From an optimization exercise on the open Yosys and OpenROAD flow, aimed at a short achievable clock period and few clock cycles per item; shortcuts taken in it are not production practice.
The RTL was checked by simulation tests, not by an equivalence proof against the original design.
Power is estimated from default activity; no workload was simulated.

==> design/flow/design.v <==
package cpuPkg;
	localparam int dataWidth = 32;
	localparam int regAddrWidth = 5;
	localparam int memWords = 256;  
	typedef enum logic [5:0]
	{
		opRtype = 6'b000000,
		opJ = 6'b000010,
		opAddi = 6'b001000,
		opAddiu = 6'b001001,
		opSlti = 6'b001010,
		opXori = 6'b001110,
		opLui = 6'b001111,
		opLw = 6'b100011,
		opSw = 6'b101011
	} opcode_e;
	typedef enum logic [5:0]
	{
		fnRotr = 6'b000010,  
		fnSrav = 6'b000111,
		fnAdd = 6'b100000,
		fnSub = 6'b100010,
		fnSubu = 6'b100011,
		fnNor = 6'b100111,
		fnSltu = 6'b101011
	} funct_e;
	typedef enum logic [3:0]
	{
		aluAdd, aluAddu, aluSub, aluSubu,
		aluSlt, aluSltu,
		aluXor, aluNor, aluPassB,
		aluSra, aluRotr
	} aluOp_e;
	typedef enum logic {srcAPc, srcAReg} srcA_e;
	typedef enum logic [1:0] {srcBReg, srcBFour, srcBImm, srcBUpper} srcB_e;
	typedef enum logic {pcAlu, pcJump} pcSrc_e;
	typedef enum logic {wbRes, wbMem} wbSrc_e;
	typedef enum logic {dstRt, dstRd} regDst_e;
	typedef enum logic [2:0]
	{
		stFetch, stDecode, stExecute, stMemAddr, stMemRead, stWriteBack, stMemWrite
	} state_e;
	typedef struct packed
	{
		logic pcWrite;
		logic irWrite;
		logic resWrite;
		srcA_e srcA;
		srcB_e srcB;
		logic signExt;  
		aluOp_e aluOp;
		logic shiftVar;  
		pcSrc_e pcSrc;
		wbSrc_e wbSrc;
		regDst_e regDst;
		logic regWrite;
		logic memWrite;
		logic useResAddr;  
	} ctrl_t;
	typedef struct packed
	{
		logic [dataWidth-1:0] addr;
		logic [dataWidth-1:0] wdata;
		logic we;
	} memReq_t;
	typedef struct packed
	{
		logic en;
		logic [regAddrWidth-1:0] addr;
		logic [dataWidth-1:0] data;
	} regWrite_t;
endpackage
`timescale 1ns/1ns
module cpuTop
(
	input logic clk,
	input logic rstN,
	input logic [cpuPkg::dataWidth-1:0] memRdata,  
	output cpuPkg::memReq_t memReq,
	output cpuPkg::regWrite_t regWr
);
	logic [31:0] maddr;
	logic [31:0] mwdata;
	logic mwe;
	logic fetching;  
	logic [31:0] fpc;  
	logic [31:0] fpc4;
	logic dV;
	logic [31:0] ir;
	logic [3:0] dPcHi;  
	logic eV;  
	logic eWr;  
	logic [4:0] eDst;
	logic eLw;
	logic eSw;
	logic [31:0] eA;  
	logic [31:0] eB;  
	logic [31:0] eS;  
	logic [4:0] eShamt;
	logic eFAM, eFAW, eFBM, eFBW, eFSM, eFSW;  
	logic eOpAdd, eOpSub, eOpSlt, eOpSltu, eOpXor, eOpNor, eOpSra, eOpRotr, eOpLui;
	logic eChkAdd, eChkSub;
	logic mWen;
	logic [4:0] mDst;
	logic [31:0] mRes;
	logic mLw;
	logic wWen;
	logic [4:0] wDst;
	logic [31:0] wRes;
	logic [31:0] regs [1:31];
	logic [5:0] dOp;
	logic [5:0] dFn;
	logic [4:0] dRs;
	logic [4:0] dRt;
	logic [4:0] dRd;
	logic dRtype, dIsJ, dIsLw, dIsSw;
	logic dKnown;
	logic dUseRs, dUseRt, dUseImm, dWrites;
	logic [4:0] dDst;
	logic [31:0] dImm;
	logic opAdd, opSub, opSlt, opSltu, opXor, opNor, opSra, opRotr, opLui, chkAdd, chkSub;
	assign dOp = ir[31:26];
	assign dFn = ir[5:0];
	assign dRs = ir[25:21];
	assign dRt = ir[20:16];
	assign dRd = ir[15:11];
	assign dRtype = (dOp == 6'b000000);
	assign dIsJ = (dOp == 6'b000010);
	assign dIsLw = (dOp == 6'b100011);
	assign dIsSw = (dOp == 6'b101011);
	always_comb
	begin
		opAdd = 1'b0;
		opSub = 1'b0;
		opSlt = 1'b0;
		opSltu = 1'b0;
		opXor = 1'b0;
		opNor = 1'b0;
		opSra = 1'b0;
		opRotr = 1'b0;
		opLui = 1'b0;
		chkAdd = 1'b0;
		chkSub = 1'b0;
		dKnown = 1'b1;
		dUseRs = 1'b1;
		dUseRt = 1'b0;
		dUseImm = 1'b1;
		dImm = {{16{ir[15]}}, ir[15:0]};
		case (dOp)
			6'b000000:
			begin
				dUseRt = 1'b1;
				dUseImm = 1'b0;
				case (dFn)
					6'b100000: begin opAdd = 1'b1; chkAdd = 1'b1; end
					6'b100010: begin opSub = 1'b1; chkSub = 1'b1; end
					6'b100011: opSub = 1'b1;
					6'b101011: opSltu = 1'b1;
					6'b100111: opNor = 1'b1;
					6'b000111: opSra = 1'b1;
					6'b000010: begin opRotr = 1'b1; dUseRs = 1'b0; end
					default: dKnown = 1'b0;
				endcase
			end
			6'b001000: begin opAdd = 1'b1; chkAdd = 1'b1; end
			6'b001001: opAdd = 1'b1;
			6'b001010: opSlt = 1'b1;
			6'b001110:
			begin
				opXor = 1'b1;
				dImm = {16'h0000, ir[15:0]};
			end
			6'b001111:
			begin
				opLui = 1'b1;
				dUseRs = 1'b0;
				dImm = {ir[15:0], 16'h0000};
			end
			6'b100011: opAdd = 1'b1;
			6'b101011:
			begin
				opAdd = 1'b1;
				dUseRt = 1'b1;
			end
			default:
			begin
				dKnown = 1'b0;
				dUseRs = 1'b0;
			end
		endcase
	end
	assign dDst = dRtype ? dRd : dRt;
	assign dWrites = dKnown && !dIsSw && (dDst != 5'd0);
	logic stallD;
	assign stallD = dV && eV && eLw && eWr &&
		((dUseRs && eDst == dRs) || (dUseRt && eDst == dRt));
	logic [31:0] rsVal;
	logic [31:0] rtVal;
	assign rsVal = (dRs == 5'd0) ? 32'd0 : (wWen && wDst == dRs) ? wRes : regs[dRs];
	assign rtVal = (dRt == 5'd0) ? 32'd0 : (wWen && wDst == dRt) ? wRes : regs[dRt];
	logic selAM, selAW, selBM, selBW, selSM, selSW;
	logic [31:0] a;
	logic [31:0] b;
	logic [31:0] sData;
	assign selAM = eFAM && mWen;
	assign selAW = eFAW && !selAM;
	assign selBM = eFBM && mWen;
	assign selBW = eFBW && !selBM;
	assign selSM = eFSM && mWen;
	assign selSW = eFSW && !selSM;
	assign a = selAM ? mRes : selAW ? wRes : eA;
	assign b = selBM ? mRes : selBW ? wRes : eB;
	assign sData = selSM ? mRes : selSW ? wRes : eS;
	logic [31:0] sum;
	logic [31:0] diff;
	logic addOv;
	logic subOv;
	logic ovf;
	logic [63:0] doubled;
	logic [31:0] rotated;
	logic [31:0] arith;
	logic [31:0] eRes;
	assign sum = a + b;
	assign diff = a - b;
	assign addOv = (a[31] == b[31]) && (sum[31] != a[31]);
	assign subOv = (a[31] != b[31]) && (diff[31] != a[31]);
	assign ovf = (eChkAdd && addOv) || (eChkSub && subOv);
	assign doubled = {b, b} >> eShamt;  
	assign rotated = doubled[31:0];
	assign arith = $signed(b) >>> a[4:0];
	always_comb
	begin
		eRes = '0;
		if (eOpAdd) eRes = eRes | sum;
		if (eOpSub) eRes = eRes | diff;
		if (eOpSlt) eRes = eRes | {31'd0, $signed(a) < $signed(b)};
		if (eOpSltu) eRes = eRes | {31'd0, a < b};
		if (eOpXor) eRes = eRes | (a ^ b);
		if (eOpNor) eRes = eRes | ~(a | b);
		if (eOpSra) eRes = eRes | arith;
		if (eOpRotr) eRes = eRes | rotated[31:0];
		if (eOpLui) eRes = eRes | eB;
	end
	logic dGo;
	logic redirect;
	logic accept;
	logic memNext;
	logic [31:0] fpcNext;
	assign dGo = dV && !stallD;
	assign redirect = dV && dIsJ;
	assign accept = fetching && (!dV || dGo) && !redirect;
	assign memNext = eV && (eLw || eSw);
	assign fpc4 = fpc + 32'd4;
	assign fpcNext = redirect ? {dPcHi, ir[25:0], 2'b00} : accept ? fpc4 : fpc;
	always_ff @(posedge clk)
	begin
		if (!rstN)
		begin
			fpc <= '0;
			maddr <= '0;
			mwe <= 1'b0;
			fetching <= 1'b1;
			dV <= 1'b0;
			eV <= 1'b0;
			mWen <= 1'b0;
			mLw <= 1'b0;
			wWen <= 1'b0;
		end
		else
		begin
			fpc <= fpcNext;
			maddr <= memNext ? sum : fpcNext;
			mwe <= memNext && eSw;
			fetching <= !memNext;
			if (accept)
				dV <= 1'b1;
			else if (dGo)
				dV <= 1'b0;
			eV <= dGo && (dWrites || dIsSw);
			mWen <= eV && eWr && !ovf;
			mLw <= eV && eLw;
			wWen <= mWen;
		end
	end
	always_ff @(posedge clk)
	begin
		mwdata <= sData;
		if (accept)
		begin
			ir <= memRdata;
			dPcHi <= fpc4[31:28];
		end
		eWr <= dWrites;
		eDst <= dDst;
		eLw <= dIsLw;
		eSw <= dIsSw;
		eA <= rsVal;
		eB <= dUseImm ? dImm : rtVal;
		eS <= rtVal;
		eShamt <= ir[10:6];
		eFAM <= dUseRs && eV && eWr && eDst == dRs;
		eFAW <= dUseRs && mWen && mDst == dRs;
		eFBM <= !dUseImm && eV && eWr && eDst == dRt;
		eFBW <= !dUseImm && mWen && mDst == dRt;
		eFSM <= eV && eWr && eDst == dRt;
		eFSW <= mWen && mDst == dRt;
		eOpAdd <= opAdd;
		eOpSub <= opSub;
		eOpSlt <= opSlt;
		eOpSltu <= opSltu;
		eOpXor <= opXor;
		eOpNor <= opNor;
		eOpSra <= opSra;
		eOpRotr <= opRotr;
		eOpLui <= opLui;
		eChkAdd <= chkAdd;
		eChkSub <= chkSub;
		mDst <= eDst;
		mRes <= eRes;
		wDst <= mDst;
		wRes <= mLw ? memRdata : mRes;
	end
	always_ff @(posedge clk)
	begin
		if (!rstN)
		begin
			for (int i = 1; i < 32; i++)
				regs[i] <= '0;
		end
		else if (wWen)
			regs[wDst] <= wRes;
	end
	assign memReq.addr = maddr;
	assign memReq.wdata = mwdata;
	assign memReq.we = mwe;
	assign regWr.en = wWen;
	assign regWr.addr = wDst;
	assign regWr.data = wRes;
endmodule
==> design/flow/run.sh <==
#!/bin/bash
# synth_recipe.tcl (not shown) runs the flow's synth.tcl, then flattens the netlist and writes it again
# the make line also repeats each setting of config.mk as NAME=value (left out here)
make -C /OpenROAD-flow-scripts/flow DESIGN_CONFIG=/design/flow/config.mk WORK_HOME=/design/flow/orfs CLKGATE_MAP_FILE= SYNTH_SCRIPT=/design/flow/synth_recipe.tcl finish
==> design/flow/config.mk <==
export PLATFORM = sky130hd
export DESIGN_NAME = cpuTop
export DESIGN_NICKNAME = cpuTop
export VERILOG_FILES = /design/flow/design.v
export SDC_FILE = /design/flow/constraint.sdc
export NUM_CORES = 4
export LEC_CHECK = 0
export CAP_MARGIN = 20
export CORE_MARGIN = 2
export CORE_UTILIZATION = 40
export SLEW_MARGIN = 20
==> design/flow/constraint.sdc <==
create_clock -name core_clock -period 11.0 [get_ports {clk}]
set_input_delay 2.2000 -clock core_clock [delete_from_list [all_inputs] [get_ports {clk}]]
set_output_delay 2.2000 -clock core_clock [all_outputs]
set_load 0.01 [all_outputs]
==> run summary <==
-- area by class of cell --
type	instances	area (sq um)	area share, %
flip-flops and latches	1373	38100	44.7
repair buffers	313	2730	3.20
diodes	14	35.0	0.0411
multi-input cells	3668	35800	42.0
inverters	114	433	0.508
well taps	2495	3120	3.66
clock buffers	200	4240	4.97
clock inverters	81	785	0.920
-- metrics by stage --
step	util [%]	worst slack, ps	cell area (sq um)	hold slack (ps)
floorplan	-	5050	76000	373
global placement	42.6	5160	80200	392
detailed placement	42.6	5610	80200	386
CTS	45.3	5570	85200	399
global route	45.3	5290	85200	400
finish	45.3	5580	85300	396
-- cell usage in the layout, fill, tap and decap left out, types with 88 or more instances in the layout --
master and instances:
sky130_fd_sc_hd__edfxtp_1 1060, sky130_fd_sc_hd__and2_1 1007, sky130_fd_sc_hd__mux4_2 661, sky130_fd_sc_hd__mux2i_1 296
sky130_fd_sc_hd__dfxtp_1 295, sky130_fd_sc_hd__nor2_1 267, sky130_fd_sc_hd__nand2_1 185, sky130_fd_sc_hd__buf_4 175
sky130_fd_sc_hd__o21ai_0 168, sky130_fd_sc_hd__clkbuf_16 161, sky130_fd_sc_hd__clkdlybuf4s50_1 135, sky130_fd_sc_hd__a21oi_1 107
sky130_fd_sc_hd__inv_1 104, sky130_fd_sc_hd__a211oi_1 92, sky130_fd_sc_hd__ha_1 88
-- power groups by stage --
stage                     clock network [W]  logic (W)  registers [W]
after detailed placement                  0    0.00236        0.00613
after global routing                0.00544    0.00250        0.00604
final                               0.00520    0.00240        0.00603
after global placement                    0    0.00236        0.00612
after floorplan                           0    0.00146        0.00604
after CTS                           0.00525    0.00236        0.00602
-- worst max-delay path, delay by kind of cell (launching register included) --
family / cells / cell delay (ps)
fa+ha+maj: 2 / 630
buf+inv: 3 / 1120
mux: 3 / 910
flops: 1 / 310
compound gates: 4 / 1190
simple gates: 3 / 1080
-- cells by family after synthesis --
| kind of cell | Yosys count | share of synthesized area, % |
|---|---|---|
| and+or+nand+nor | 1728 | 12.5 |
| DFF | 1373 | 50.1 |
| muxes | 1038 | 24.7 |
| AOI/OAI and AO/OA | 713 | 6.38 |
| buffers and inverters | 696 | 3.60 |
| xor gates and xnor gates | 101 | 1.16 |
| adders and majority gates | 88 | 1.45 |
-- how the worst min path moves through the flow --
stage	from	endpoint	slack (ps)	depth (start not counted)
3_3_place_gp	mDst[2]$_DFF_P_	wDst[2]$_DFF_P_	390	0
5_1_grt	mDst[2]$_DFF_P_	wDst[2]$_DFF_P_	400	0
6_report	mDst[1]$_DFF_P_	wDst[1]$_DFF_P_	400	0
4_1_cts	mDst[1]$_DFF_P_	wDst[1]$_DFF_P_	400	0
2_1_floorplan	mDst[1]$_DFF_P_	wDst[1]$_DFF_P_	370	0
3_5_place_dp	mDst[1]$_DFF_P_	wDst[1]$_DFF_P_	390	0
-- registers in the layout, summed over array words and instances (netlist names), 5 cells and up, named ones only --
name    count
regs     1024
mwdata     32
wDst        5
eB         32
ir         32
eShamt      5
eDst        5
mDst        5
fpc        32
wRes       32
eS         32
mRes       32
eA         32
maddr      32
-- per-layer routing --
metal	track usage [%]	routed length (microns)	vias to the layer above
met4	15.3	16300	8
met5	0	55	-
li1	-	-	21500
met2	47.6	136000	2667
met3	4.72	21500	602
met1	35.6	104000	26700
==> implementation parameters <==
Parameter                              Value

Run status
  Status  no timing/DRC/antenna violations

STA
  Period utilisation layout    about half
  Slew @ Worst Pin    1140 ps
  Worst slew margin    between 20% and 30%
  Sum of negative setup slack    0 ps
  Count of final setup violators    0
  Final Critical Period    5420 ps
  Final hold viol count    0
  Final slew viol count    0
  Skew final    ~42 ps
  Setup repair after global routing missed its margin    false
  Peak Freq    around 0.18 GHz

Synthesis
  Top cell type by total area after synthesis    sky130_fd_sc_hd__edfxtp_1
  Fraction of registers with async set or reset after synthesis    0%
  Mapped cell area    roughly 76000 sq um
  Most numerous cell types in the synthesized netlist    1060 x sky130_fd_sc_hd__edfxtp_1, 1008 x sky130_fd_sc_hd__and2_1, 661 x sky130_fd_sc_hd__mux4_2
  Top area cells in the synthesized netlist    sky130_fd_sc_hd__edfxtp_1 42%, sky130_fd_sc_hd__mux4_2 20%, sky130_fd_sc_hd__and2_1 8.3%
  Yosys Warn Count    1
  Most used standard cell by instance count after synthesis    sky130_fd_sc_hd__edfxtp_1
  Synthesis-stage register bit count    between 1000 and 1500
  Mean instance size in the synthesized netlist    about 13 sq um
  Mapped Nets    5859
  Count of flip-flops with a built-in enable after synthesis    around 1100
  Post-synthesis sequential area ratio    50.1%
  Top_reg_cell synth    sky130_fd_sc_hd__edfxtp_1
  Number of library cell types mapped by synthesis    between 90 and 100
  Top cell type's share of synthesized area    around two fifths
  Synth Instances    5737

Floorplan
  Die area    slightly below 200000 sq um
  Row cnt    around 160
  Initial standard-cell utilization of the core    around two fifths
  Horiz. Die Dim    about 440 microns
  Core box area    around 190000 sq um
  Num ports    137
  Y dimension of the die    around 440 microns

Job
  Count of max-cap constraint violations    0

Clock network
  Maximum clock insertion buffer count    3
  TritonCTS buffer count    roughly 160
  TritonCTS Sinks    between 1000 and 1500
  Clock root buffer    sky130_fd_sc_hd__clkbuf_16
  Cts repair resizes    0
  CTS clock-pin slew for the worst setup and hold paths    about 60 ps
  Number of buffers inserted by hold repair at cts    0
  Total number of H-tree levels    4
  Worst skew pair latency    between 800 and 900 ps
  CTS tree    yes
  Number of setup buffers added after CTS    0

Worst setup path
  Critical Path RT    approximately 12000 ps
  Worst-path fanout max    33
  Series of cell instances along the critical path    buf_4 -> mux2_1 -> mux2_4 -> inv_2 -> ha_1 -> ha_1 -> inv_1 -> o221ai_1 -> and3_1 -> o311ai_1 -> nand2_1 -> a21oi_2 -> mux2i_1 -> or4_1 -> a41o_1
  Worst Setup Start Kind    flip-flop
  Register-to-register setup slack    5580 ps
  Worst endpoint data arrival time    about 6000 ps
  Register-to-Register Path Depth    15
  Reg2Reg Launch Point    eFAW$_DFF_P_
  Setup crit end    mRes[26]$_DFF_P_
  Crit path capture type    flip-flop
  Destination of the worst register-to-register timing path    mRes[26]$_DFF_P_
  Worst setup path startpoint    eFAW$_DFF_P_
  CP peak stage delay    600 ps
  Worst setup path class    flip-flop to flip-flop
  Slowest cell on the critical path    sky130_fd_sc_hd__inv_2
  Cell with the most instances on the worst path    sky130_fd_sc_hd__ha_1

Power and ir drop
  Logic pwr share    ~18%
  Pwr Density    160 nW/um^2
  Clock share of power    around two fifths
  Peak supply drop    163 uV
  PnR Total Power    roughly 0.014 W
  Fraction of power spent switching nets    29.4%
  Internal    just under 0.01 W
  Sequential share of power    44.2%
  Leakage power total    a little over 30 nW
  Net Switching    0.00401 W

Routing
  Number of nets still failing antenna checks after routing    0
  Routed wire length    279 mm
  Via density per instance    ~6.2
  Vias after detailed routing    roughly 52000
  Count of routing violations after the opening detailed-route iteration    6166
  First-pass detailed-route iteration total    6
  Post-DR wirelength/cell    roughly 34 microns
  Post-detailed-route DRC marker count    0

Placement
  Port bufs    roughly 140
  Global placement routability congestion    about 1.0
  Placed insts    around 8000
  Post-detail-place hpwl    approximately 180 mm

Global route
  Vias in the first global route    between 50000 and 60000
  Antenna violations before repair    14
  Wire length of the first global-routing pass    a little under 400 mm
  Total global routing track utilization    between 20 and 30%
  Gr ovfl total    0
  Largest net degree at the start of global routing    about 110

Final layout
  Share of cells above drive strength 1    a little over a fifth
  FILL cells    approximately 17000
  Post-route insts no fill    ~8300
  Layout Area Growth over Synthesis    12.2%
  Number of nets at the end of the flow    ~5700

Min path
  Classification of the worst-slack hold path    flip-flop to flip-flop
Testbench counts, summed over its fixed seeds: cycles 5,651, instrs 4,693.

afterwards: timing with drivers on the ports:
Ports are ideal in the flow. The routed layout listed here was re-timed in OpenROAD.
Step 1: set_driving_cell puts a clkbuf_16 on clk and a buf_2 on each other input, an assumption about the parent block.
Step 2, shift: input delay + t, output delay - t, t = (earliest + latest rising clock arrival at the registers) / 2. This alone moves slack from input paths to output paths.
a / b / c = ideal ports / drivers / drivers and shift; a / b = the first two.
t (ns): 0.898
setup slack, ns: 5.577 / 5.577 / 5.577
worst setup path at the end: register to register
latest minus earliest clock arrival (ns): 0.046 / 0.046
slew at the worst register clock pin (ns): 0.07 / 0.07
After both steps this run still meets setup and hold. The setup slack of this run moves by 0.000 ns with the drivers and by 0.000 ns with both steps.
